Background: an optimization exercise with open tools, aiming at small area. Do not read the settings as production practice.
In this exercise RTL edits were held to simulation tests only and were not proved equivalent to the original.
Power figures rest on the tool's default switching activity, not on a simulated workload.

// spectrum_peak_finder
module spectrum_peak_finder (
  input  logic        clk,
  input  logic        rst,
  input  logic [4:0]  curr_nfft,
  input  logic [15:0] s_re,
  input  logic [15:0] s_im,
  input  logic        s_valid,
  input  logic        s_last,
  output logic        s_ready,
  output logic [9:0]  max_index,
  output logic [31:0] max_mag,
  output logic        max_valid,
  output logic        frame_err
);
Size: ~1000 cells after synthesis, about 86 I/O pins.
Settings: LEC_CHECK=0, CAP_MARGIN=20, CORE_MARGIN=2, CORE_UTILIZATION=60, GPL_TIMING_DRIVEN=0, SLEW_MARGIN=20, SYNTH_HIERARCHICAL=1, SYNTH_MINIMUM_KEEP_SIZE=0; clock period 7.5 ns.
standard.sh (not shown) runs the stock make flow with config.mk's settings and CLKGATE_MAP_FILE= SYNTH_SCRIPT=/design/flow/synth_recipe.tcl, a recipe that flattens the netlist after the stock synthesis.
==> flow/flow/run.sh <==
#!/bin/bash
# Own layout flow: the standard layout (standard.sh, which also runs the
# standard synthesis) with these changes:
#  - after synthesis, the synthesis buffers are removed and flow/downsize.tcl swaps each combinational cell to the
#    smallest drive strength of its family (repair steps upsize as needed);
#  - the port buffers that buffer_ports inserts are sky130_fd_sc_hd__buf_1
#    (every input and output port still gets its own buffer);
#  - clock tree synthesis builds the tree from clkbuf_4 without dummy loads.
# Each tool's output goes to a log of its own in this folder (standard_synth.log,
# downsize.log, standard_flow.log); ORFS also keeps per-step logs in orfs/logs/.
set -euo pipefail
export BUFFER_PORTS_ARGS="-buffer_cell sky130_fd_sc_hd__buf_1"
export CTS_ARGS="-sink_clustering_enable -repair_clock_nets -dont_use_dummy_load -buf_list sky130_fd_sc_hd__clkbuf_4 -sink_clustering_size 10"
bash standard.sh synth > standard_synth.log 2>&1
R=orfs/results/$FLOW_PLATFORM/spectrum_peak_finder/base
cat > downsize_run.tcl <<EOT
read_liberty $FLOW_HOME/platforms/$FLOW_PLATFORM/lib/sky130_fd_sc_hd__tt_025C_1v80.lib
read_db $R/1_synth.odb
remove_buffers
source flow/downsize.tcl
write_db $R/1_synth.odb
EOT
openroad -no_init -exit downsize_run.tcl > downsize.log 2>&1
bash standard.sh > standard_flow.log 2>&1
Other scripts of this flow, unchanged in this note and not shown: flow/flow/downsize.tcl
Next try:
--- a/flow/design.v
+++ b/flow/design.v
@@ -1402,21 +1402,19 @@
   spf_pg u_pg26 (.a(a[26]), .b(b[26]), .g(g[26]), .p(p[26]));
   spf_pg u_pg27 (.a(a[27]), .b(b[27]), .g(g[27]), .p(p[27]));
   spf_pg u_pg28 (.a(a[28]), .b(b[28]), .g(g[28]), .p(p[28]));
   spf_pg u_pg29 (.a(a[29]), .b(b[29]), .g(g[29]), .p(p[29]));
   spf_pg u_pg30 (.a(a[30]), .b(b[30]), .g(g[30]), .p(p[30]));
   spf_pg u_pg31 (.a(a[31]), .b(b[31]), .g(g[31]), .p(p[31]));
   logic [8:1] fc;
-  spf_xnor2 u_rs0 (.a(a[0]), .b(b[0]), .y(y[0]));
-  spf_or2 u_rc0 (.a(a[0]), .b(b[0]), .y(fc[1]));
-  assign y[1] = fc[1];
-  spf_xnor2 u_rs2 (.a(a[2]), .b(b[2]), .y(y[2]));
-  spf_or2 u_rc2 (.a(a[2]), .b(b[2]), .y(fc[3]));
-  spf_xnor2 u_rs3 (.a(a[3]), .b(fc[3]), .y(y[3]));
-  spf_or2 u_rc3 (.a(a[3]), .b(fc[3]), .y(fc[4]));
+  spf_xnor2 u_s0 (.a(a[0]), .b(b[0]), .y(y[0]));
+  spf_or2 u_c0 (.a(a[0]), .b(b[0]), .y(fc[1]));
+  spf_fa u_rf1 (.a(a[1]), .b(b[1]), .c(fc[1]), .s(y[1]), .co(fc[2]));
+  spf_fa u_rf2 (.a(a[2]), .b(b[2]), .c(fc[2]), .s(y[2]), .co(fc[3]));
+  spf_fa u_rf3 (.a(a[3]), .b(b[3]), .c(fc[3]), .s(y[3]), .co(fc[4]));
   spf_fa u_rf4 (.a(a[4]), .b(b[4]), .c(fc[4]), .s(y[4]), .co(fc[5]));
   spf_fa u_rf5 (.a(a[5]), .b(b[5]), .c(fc[5]), .s(y[5]), .co(fc[6]));
   spf_fa u_rf6 (.a(a[6]), .b(b[6]), .c(fc[6]), .s(y[6]), .co(fc[7]));
   spf_fa u_rf7 (.a(a[7]), .b(b[7]), .c(fc[7]), .s(y[7]), .co(fc[8]));
   logic w1;
   spf_aoi21 u_w1 (.a1(p[8]), .a2(fc[8]), .b1(g[8]), .y(w1));
   logic w2;
@@ -1593,33 +1591,21 @@
 module spf_xor2 (input logic a, input logic b, output logic y);
   assign y = a ^ b;
 endmodule
 module spf_xnor2 (input logic a, input logic b, output logic y);
   assign y = ~(a ^ b);
 endmodule
 module spf_cmp (input logic [31:0] an, input logic [31:0] b, output logic gt);
-  logic [8:0] cn;
-  assign cn[0] = 1'b1;
-  spf_or2 u_m0 (.a(an[0]), .b(b[0]), .y(cn[1]));
-  spf_maj3 u_m1 (.a(an[1]), .b(b[1]), .c(cn[1]), .y(cn[2]));
-  spf_maj3 u_m2 (.a(an[2]), .b(b[2]), .c(cn[2]), .y(cn[3]));
-  spf_maj3 u_m3 (.a(an[3]), .b(b[3]), .c(cn[3]), .y(cn[4]));
-  spf_maj3 u_m4 (.a(an[4]), .b(b[4]), .c(cn[4]), .y(cn[5]));
-  spf_maj3 u_m5 (.a(an[5]), .b(b[5]), .c(cn[5]), .y(cn[6]));
-  spf_maj3 u_m6 (.a(an[6]), .b(b[6]), .c(cn[6]), .y(cn[7]));
-  spf_maj3 u_m7 (.a(an[7]), .b(b[7]), .c(cn[7]), .y(cn[8]));
-  logic [3:0] cc;
-  spf_inv u_ci (.a(cn[8]), .y(cc[0]));
-  spf_cmpk u_c0 (.an(an[15:8]), .b(b[15:8]), .ci(cc[0]), .co(cc[1]));
-  spf_cmpk u_c1 (.an(an[23:16]), .b(b[23:16]), .ci(cc[1]), .co(cc[2]));
-  spf_cmpk u_c2 (.an(an[31:24]), .b(b[31:24]), .ci(cc[2]), .co(cc[3]));
-  assign gt = cc[3];
-endmodule
-module spf_maj3 (input logic a, input logic b, input logic c, output logic y);
-  assign y = (a & b) | (c & (a | b));
+  logic [4:0] cc;
+  assign cc[0] = 1'b0;
+  spf_cmpk u_c0 (.an(an[7:0]), .b(b[7:0]), .ci(cc[0]), .co(cc[1]));
+  spf_cmpk u_c1 (.an(an[15:8]), .b(b[15:8]), .ci(cc[1]), .co(cc[2]));
+  spf_cmpk u_c2 (.an(an[23:16]), .b(b[23:16]), .ci(cc[2]), .co(cc[3]));
+  spf_cmpk u_c3 (.an(an[31:24]), .b(b[31:24]), .ci(cc[3]), .co(cc[4]));
+  assign gt = cc[4];
 endmodule
 module spf_cmpk (input logic [7:0] an, input logic [7:0] b, input logic ci, output logic co);
   logic [8:0] c;
   assign c[0] = ci;
   for (genvar i = 0; i < 8; i++) begin : g_b
     assign c[i+1] = (~an[i] & ~b[i]) | ((~an[i] | ~b[i]) & c[i]);
   end
Outcome: Sequential power is about the same; setup slack is better by 0.11 ns; global-route usage goes down by 0.70 points; non-clock buffer count does not change; design area goes up by 0.47%; maximum frequency goes up by 1.6%; area after synthesis goes up by 0.52%.

## afterwards: timing with drivers on the ports
The results above use ideal ports. As a check the final layouts listed here were re-extracted and re-timed, cells and wires unchanged.
Step 1: set_driving_cell puts a clkbuf_16 on clk and a buf_2 on each other input, an assumption about the parent block.
Step 2 also shifts input and output timing later by t, the mid clock arrival at the registers, as if the neighbouring blocks saw the same clock.
Three values: no drivers, after step 1, after step 2; two values: the first two.
run	shift t [ns]	slack for setup (ns)	worst slew at a driven data input, ns
the first run	0.510	0.355 / 0.366 / -0.144	0.03
the second run	0.518	0.469 / 0.475 / -0.043	0.04
With both steps, setup timing fails in the first run and the second run, where it was met with ideal ports. For the second run, which loses most, drivers alone change the setup slack by +0.006 ns; drivers and shift together by -0.512 ns.
